What follows belongs to an exercise in optimizing a design on an open flow for small area and a short achievable clock period; a production flow would make more cautious choices. In this exercise RTL edits were held to simulation tests only and were not proved equivalent to the original. No activity file was given, so power comes from the tool's default toggle rates.

garnet:
==> flow/design.v (excerpt) <==
module ex_stage_top (
    input  logic         clk,
    input  logic         rst,
    input  logic         stall_i,
    input  logic         flush_i,
    input  logic [250:0] id_to_ex_i,
    output logic [140:0] ex_to_mem_o,
    output logic [69:0]  bypass_o,
    output logic [64:0]  redirect_o,
    output logic [137:0] dmem_req_o,
    output logic         stall_load_o
);
Size in the first run: roughly 5000 cells after synthesis, ~670 I/O pins, roughly 0.030 mm² of cells after synthesis.
clock: 9.0 ns
lec_check: 0
abc_area: 1
cap_margin: 20
core_margin: 2
core_utilization: 40
cts_cluster_diameter: 60
cts_cluster_size: 40
setup_slack_margin: 4.3
slew_margin: 20
synth_hierarchical: 1
standard.sh (not shown) runs the stock make flow with config.mk's settings and CLKGATE_MAP_FILE= SYNTH_SCRIPT=/design/flow/synth_recipe.tcl, a recipe that flattens the netlist after the stock synthesis.
==> flow/flow/run.sh <==
#!/bin/bash
set -euo pipefail
cd "$(dirname "$0")/.."
bash standard.sh "BUFFER_PORTS_ARGS=-buffer_cell sky130_fd_sc_hd__buf_1" finish > standard.log 2>&1
[inputs] raven vs garnet
--- a/flow/design.v
+++ b/flow/design.v
@@ -315,28 +315,20 @@
         for (int i = 0; i < 64; i++) srev[i] = sr[63-i];
     end
     logic [63:0] pp, gg;
     always_comb begin
         pp = ({64{sel_x}}  & xx)
            | ({64{sel_g}}  & gl)
            | ({64{op_sll}} & srev)
            | ({64{op_srl | op_sra}} & sr);
         gg = {64{arith}} & gl;
+        gg[0] = gg[0] | (pp[0] & inv);
     end
-    logic [31:0] lcy, lo;
-    logic        lco, c32, ltw;
-    ex_prefix #(.W(31), .KIND(0)) lo_pfx (
-        .g_i (gl[31:1]), .p_i (xx[31:1]), .c_i (gl[0] | (xx[0] & inv)), .c_o (lcy[31:1]),
-        .co_o (lco));
-    assign lcy[0] = inv;
-    assign lo     = pp[31:0] ^ (lcy & {32{arith}});
-    assign c32    = arith & lco;
-    assign ltw = word & ((op_slt & (xx[31] ? lo[31] : gl[31])) | (op_sltu & ~lco));
     logic        eq, blt_u, blt_s, cond, taken;
     logic [63:0] tbase, timm, target;
     ex_cmp #(.W(64)) br_cmp (.a_i (rs1), .b_i (rs2), .eq_o (eq), .lt_o (blt_u));
     assign blt_s = blt_u ^ rs1[63] ^ rs2[63];
     always_comb begin
         case (br_op)
             4'd1, 4'd2: cond = 1'b1;
             4'd3:       cond = eq;
             4'd4:       cond = ~eq;
@@ -370,55 +362,51 @@
     always_comb begin
         case (mem_size)
             2'd0:    wdata = {56'b0, rs2[7:0]};
             2'd1:    wdata = {48'b0, rs2[15:0]};
             2'd2:    wdata = {32'b0, rs2[31:0]};
             default: wdata = rs2;
         endcase
         if (!(valid & mem_en & mem_we)) wdata = '0;
     end
-    localparam int QW = 1 + 1 + 1 + 2 + 1 + 1 + 5 + 1 + 64 + 32 + 1 + 32 + 32 + 1 + 1 + 1 + 1 + 1 + 64 + 64;
+    localparam int QW = 1 + 1 + 1 + 2 + 1 + 1 + 5 + 1 + 64 + 64 + 64 + 1 + 1 + 1 + 1 + 1 + 64 + 64;
     logic          clr, hold, load;
     logic [QW-1:0] d, q;
     assign clr  = rst | flush_i;
     assign hold = stall_i & ~clr;
     assign load = ~stall_i & ~clr;
     assign d = {valid, mem_en, mem_we, mem_size, load_unsigned, rf_we, rf_waddr, sel_rf_res,
-                pc, lo, c32, pp[63:32], gg[63:33], gg[32] | (pp[32] & c32),
-                ltw, op_slt, op_sltu, word, taken,
+                pc, pp, gg, inv, op_slt, op_sltu, word, taken,
                 {target[63:1], target[0] & (br_op != 4'd2)} & {64{taken}},
                 wdata};
     always_ff @(posedge clk) begin
         q <= (q & {QW{hold}}) | (d & {QW{load}});
     end
     logic        valid_q, mem_en_q, mem_we_q, load_unsigned_q, rf_we_q, sel_rf_res_q;
     logic [1:0]  mem_size_q;
     logic [4:0]  rf_waddr_q;
-    logic [63:0] pc_q, target_q, wdata_q, res_q;
-    logic [31:0] lo_q, pph_q, ggh_q;
-    logic        c32_q, ltw_q, slt_q, sltu_q, word_q, taken_q;
+    logic [63:0] pc_q, pp_q, gg_q, target_q, wdata_q, res_q;
+    logic        cin_q, slt_q, sltu_q, word_q, taken_q;
     assign {valid_q, mem_en_q, mem_we_q, mem_size_q, load_unsigned_q, rf_we_q, rf_waddr_q,
-            sel_rf_res_q, pc_q, lo_q, c32_q, pph_q, ggh_q, ltw_q, slt_q, sltu_q, word_q, taken_q,
+            sel_rf_res_q, pc_q, pp_q, gg_q, cin_q, slt_q, sltu_q, word_q, taken_q,
             target_q, wdata_q} = q;
-    logic [31:0] hcy, hsum, raw_hi;
-    logic [31:0] raw_lo;
-    logic        c64, lt, ltbit, cmp;
-    ex_prefix #(.W(31), .KIND(0)) hi_pfx (
-        .g_i (ggh_q[31:1]), .p_i (pph_q[31:1]), .c_i (ggh_q[0]), .c_o (hcy[31:1]),
-        .co_o (c64));
-    assign hcy[0] = c32_q;
-    assign hsum   = pph_q ^ hcy;
-    assign lt     = pph_q[31] ? hsum[31] : ggh_q[31];
-    assign cmp    = slt_q | sltu_q;
-    assign ltbit  = ltw_q | (~word_q & ((slt_q & lt) | (sltu_q & ~c64)));
-    assign raw_hi = hsum & {32{~cmp}};
-    assign raw_lo = {lo_q[31:1] & {31{~cmp}}, (lo_q[0] & ~cmp) | ltbit};
-    assign res_q = {word_q ? {32{raw_lo[31]}} : raw_hi, raw_lo};
+    logic [63:0] cy, sum, raw;
+    logic        c64, lt, ltu, ltbit;
+    ex_prefix #(.W(63), .KIND(0)) add_pfx (
+        .g_i (gg_q[63:1]), .p_i (pp_q[63:1]), .c_i (gg_q[0]), .c_o (cy[63:1]), .co_o (c64));
+    assign cy[0] = cin_q;
+    assign sum   = pp_q ^ cy;
+    assign ltu   = word_q ? ~cy[32] : ~c64;
+    assign lt    = word_q ? (pp_q[31] ? sum[31] : gg_q[31])
+                          : (pp_q[63] ? sum[63] : gg_q[63]);
+    assign ltbit = (slt_q & lt) | (sltu_q & ltu);
+    assign raw   = {sum[63:1] & {63{~(slt_q | sltu_q)}}, (sum[0] & ~(slt_q | sltu_q)) | ltbit};
+    assign res_q = {word_q ? {32{raw[31]}} : raw[63:32], raw[31:0]};
     logic       en_q;
     logic [7:0] sel_q;
     assign en_q = valid_q & mem_en_q;
     always_comb begin
         case (mem_size_q)
             2'd0:    sel_q = 8'h01;
             2'd1:    sel_q = 8'h03;
             2'd2:    sel_q = 8'h0f;
             default: sel_q = 8'hff;
raven closes out successfully: all stages finished, all timing, DRC and antenna checks passed. Changes observed in raven relative to garnet: first-iteration DRC count moved down, flip-flop and latch count moved up. On raven: total combinational power is about 9% lower than what garnet gave. NOTE: critical path arrival in raven exceeds that of garnet. Summary of raven over garnet: part of the power in combinational logic fell 3.2 points, sequential portion of the cell area up 1.4 points. raven against garnet: clock network contribution to total cell area decreased 0.32 points; wire length of the first global-routing pass closely matched the old numbers; final area increased by 900 µm² relative to the old numbers.

[port drivers added, routing unchanged]
In the flow no input, the clock included, has a driving cell. The finished layouts below were timed again as built, in two steps. Step 1, drivers: a clkbuf_16 drives clk and a buf_2 each remaining input, both assumed. Step 2 times the ports against the registers' clock, not the clock port: input delays grow and output delays shrink by t, the midpoint of the rising clock arrivals with the driver on. a / b / c = ideal / step 1 / step 2; a / b = the first two.
run	t, ns	slack for setup (ns)	worst setup path at the end
garnet	0.637	4.278 / 4.301 / 3.663	input to register
raven	0.684	4.314 / 4.334 / 3.650	input to register
After both steps every run listed still meets setup and hold. For raven, which loses most, drivers alone change the setup slack by +0.020 ns; drivers and shift together by -0.664 ns.
